Background: an optimization exercise with open tools, aiming at small area, a short achievable clock period and few clock cycles. Do not read the settings as production practice.
Only simulation tests tie the RTL to the original design; equivalence was not proved.
Power is estimated from default activity; no workload was simulated.

run A:
// indel_edit_distance_traceback
module indel_edit_distance_traceback #(
  parameter int MAX_LEN = edt_pkg::MAX_LEN_DEF
) (
  input  logic         clk,
  input  logic         rst,
  input  logic         cfg_we,
  input  logic         cfg_index,
  input  logic [4:0]   cfg_data,
  input  logic         load_valid,
  output logic         load_ready,
  input  logic [3:0]   load_position,
  input  logic [7:0]   load_base_symbol,
  input  logic [7:0]   load_target_symbol,
  input  logic         load_last_load,
  output logic         result_valid,
  input  logic         result_ready,
  output logic [1:0]   result_op_kind,
  output logic [7:0]   result_op_symbol,
  output logic signed [4:0] result_base_index,
  output logic [5:0]   result_distance,
  output logic         result_last_op
);
For scale: roughly 56 I/O pins, ~46000 um2 of cells after synthesis.
clock: 7.0 ns
lec_check: 0
cap_margin: 20
core_margin: 2
core_utilization: 60
cts_cluster_diameter: 80
cts_cluster_size: 30
place_density: 0.7
setup_slack_margin: 4.2
slew_margin: 20
run.sh (not shown) runs the stock make flow with config.mk's settings and CLKGATE_MAP_FILE= SYNTH_SCRIPT=/design/flow/synth_recipe.tcl, a recipe that flattens the netlist after the stock synthesis.
Testbench counts of run A, summed over its fixed seeds: cycles 23,307.
Input-level comparison between run B and run A:
Settings: an added ABC_AREA of 1; a change of SETUP_SLACK_MARGIN from 4.2 to 4.4.
==> comparison <==
Timing, DRC, antenna: 0 failures across run A and run B
Shortest clock period the worst path allows after layout in run B is 0.047 ns below run A.
Diff run A -> run B | clock tree cell share of total cell area | increase of 0.18 points
Run B vs run A, worst setup path startpoint: result_op_symbol[3] vs load_valid
Looking only at sum of internal, switching and leakage power, and setting everything else aside, the lower value of run A and run B goes to run B.
Run comparison: run B slowest library cell on the worst path edfxtp_1; run A slowest library cell on the worst path clkdlybuf4s50_1
For run A, the most common library cell in the layout ignoring fill and taps was edfxtp_1, unlike run B, where it was nand2_1.
The inputs of run C differ from those of run B as listed below.
Settings: a deleted CTS_CLUSTER_SIZE that had been 30; a deleted CTS_CLUSTER_DIAMETER that had been 80; a deleted ABC_AREA that had been 1.
==> results.txt <==
- For run B and run C, there was not a single run that failed to finish clean.
- In the flow results for run B and run C, the clock-pin slew on the worst setup and hold paths is smaller on run C.
- Compared run B against run C; worst setup slack within noise.
- Non-clock buffer contribution to total cell area in run C vs run B: up 0.46 points
- Run comparison: run C main combinational cell family by area after synthesis compound AO/OA/AOI/OAI gates; run B main combinational cell family by area after synthesis simple AND/OR/NAND/NOR gates

indel_edit_distance_traceback again, from the RTL that the note above started with.
Design indel_edit_distance_traceback, start of the top module:
module indel_edit_distance_traceback #(
  parameter int MAX_LEN = edt_pkg::MAX_LEN_DEF
) (
  input  logic         clk,
  input  logic         rst,
  input  logic         cfg_we,
  input  logic         cfg_index,
  input  logic [4:0]   cfg_data,
  input  logic         load_valid,
  output logic         load_ready,
  input  logic [3:0]   load_position,
  input  logic [7:0]   load_base_symbol,
  input  logic [7:0]   load_target_symbol,
  input  logic         load_last_load,
  output logic         result_valid,
  input  logic         result_ready,
  output logic [1:0]   result_op_kind,
  output logic [7:0]   result_op_symbol,
  output logic signed [4:0] result_base_index,
  output logic [5:0]   result_distance,
  output logic         result_last_op
);
export LEC_CHECK = 0
export CAP_MARGIN = 20
export CORE_MARGIN = 2
export CORE_UTILIZATION = 60
export CTS_CLUSTER_DIAMETER = 80
export CTS_CLUSTER_SIZE = 30
export PLACE_DENSITY = 0.7
export SETUP_SLACK_MARGIN = 4.6
export SLEW_MARGIN = 20
create_clock -name core_clock -period 7.0 [get_ports {clk}]
Testbench counts at the start, summed over its fixed seeds: cycles 23,307.
Rerun with:
--- a/flow/config.mk
+++ b/flow/config.mk
@@ -14 +14 @@
-export SETUP_SLACK_MARGIN = 4.6
+export SETUP_SLACK_MARGIN = 4.4
The new run ran to the end with no violations; cell area drops by 6.5%; cell count drops by 3.5%; flip-flop and latch count does not change; worst setup slack gets better by 0.038 ns; total power drops by about 6%; area after synthesis is unchanged; fmax climbs by about 1.4%; wire length drops by 7.8%; die area is unchanged; utilization drops by 4.7 points.

==> re-timing with driven ports <==
The flow's constraints put no driver on any port. The routed layouts listed below were extracted and timed again, unchanged, in two steps.
Step 1, drivers: a clkbuf_16 drives clk and a buf_2 each remaining input, both assumed.
Step 2 moves the port delays by t, midway between the first and last clock arrival at a register: inputs arrive t later, outputs are due t later. That takes back most of the time a late clock gives input paths.
Three values: ideal, step 1, step 2; two values: the first two.
run | t, ns | setup WS [ns] | hold WS [ns] | worst setup path after step 2
run A | 0.714 | 4.214 / 4.200 / 3.548 | 0.423 / 0.423 / 0.423 | input to register
run B | 0.717 | 4.261 / 4.189 / 3.673 | 0.412 / 0.412 / 0.412 | input to register
run C | 0.740 | 4.261 / 4.190 / 3.607 | 0.414 / 0.414 / 0.414 | input to register
the first run of note 2 | 0.715 | 4.241 / 4.207 / 3.622 | 0.421 / 0.421 / 0.421 | input to register
the second run of note 2 | 0.714 | 4.278 / 4.209 / 3.615 | 0.413 / 0.413 / 0.413 | input to register
After both steps setup and hold are still met in every run listed. For run A, which loses most, drivers alone change the setup slack by -0.014 ns; drivers and shift together by -0.666 ns.
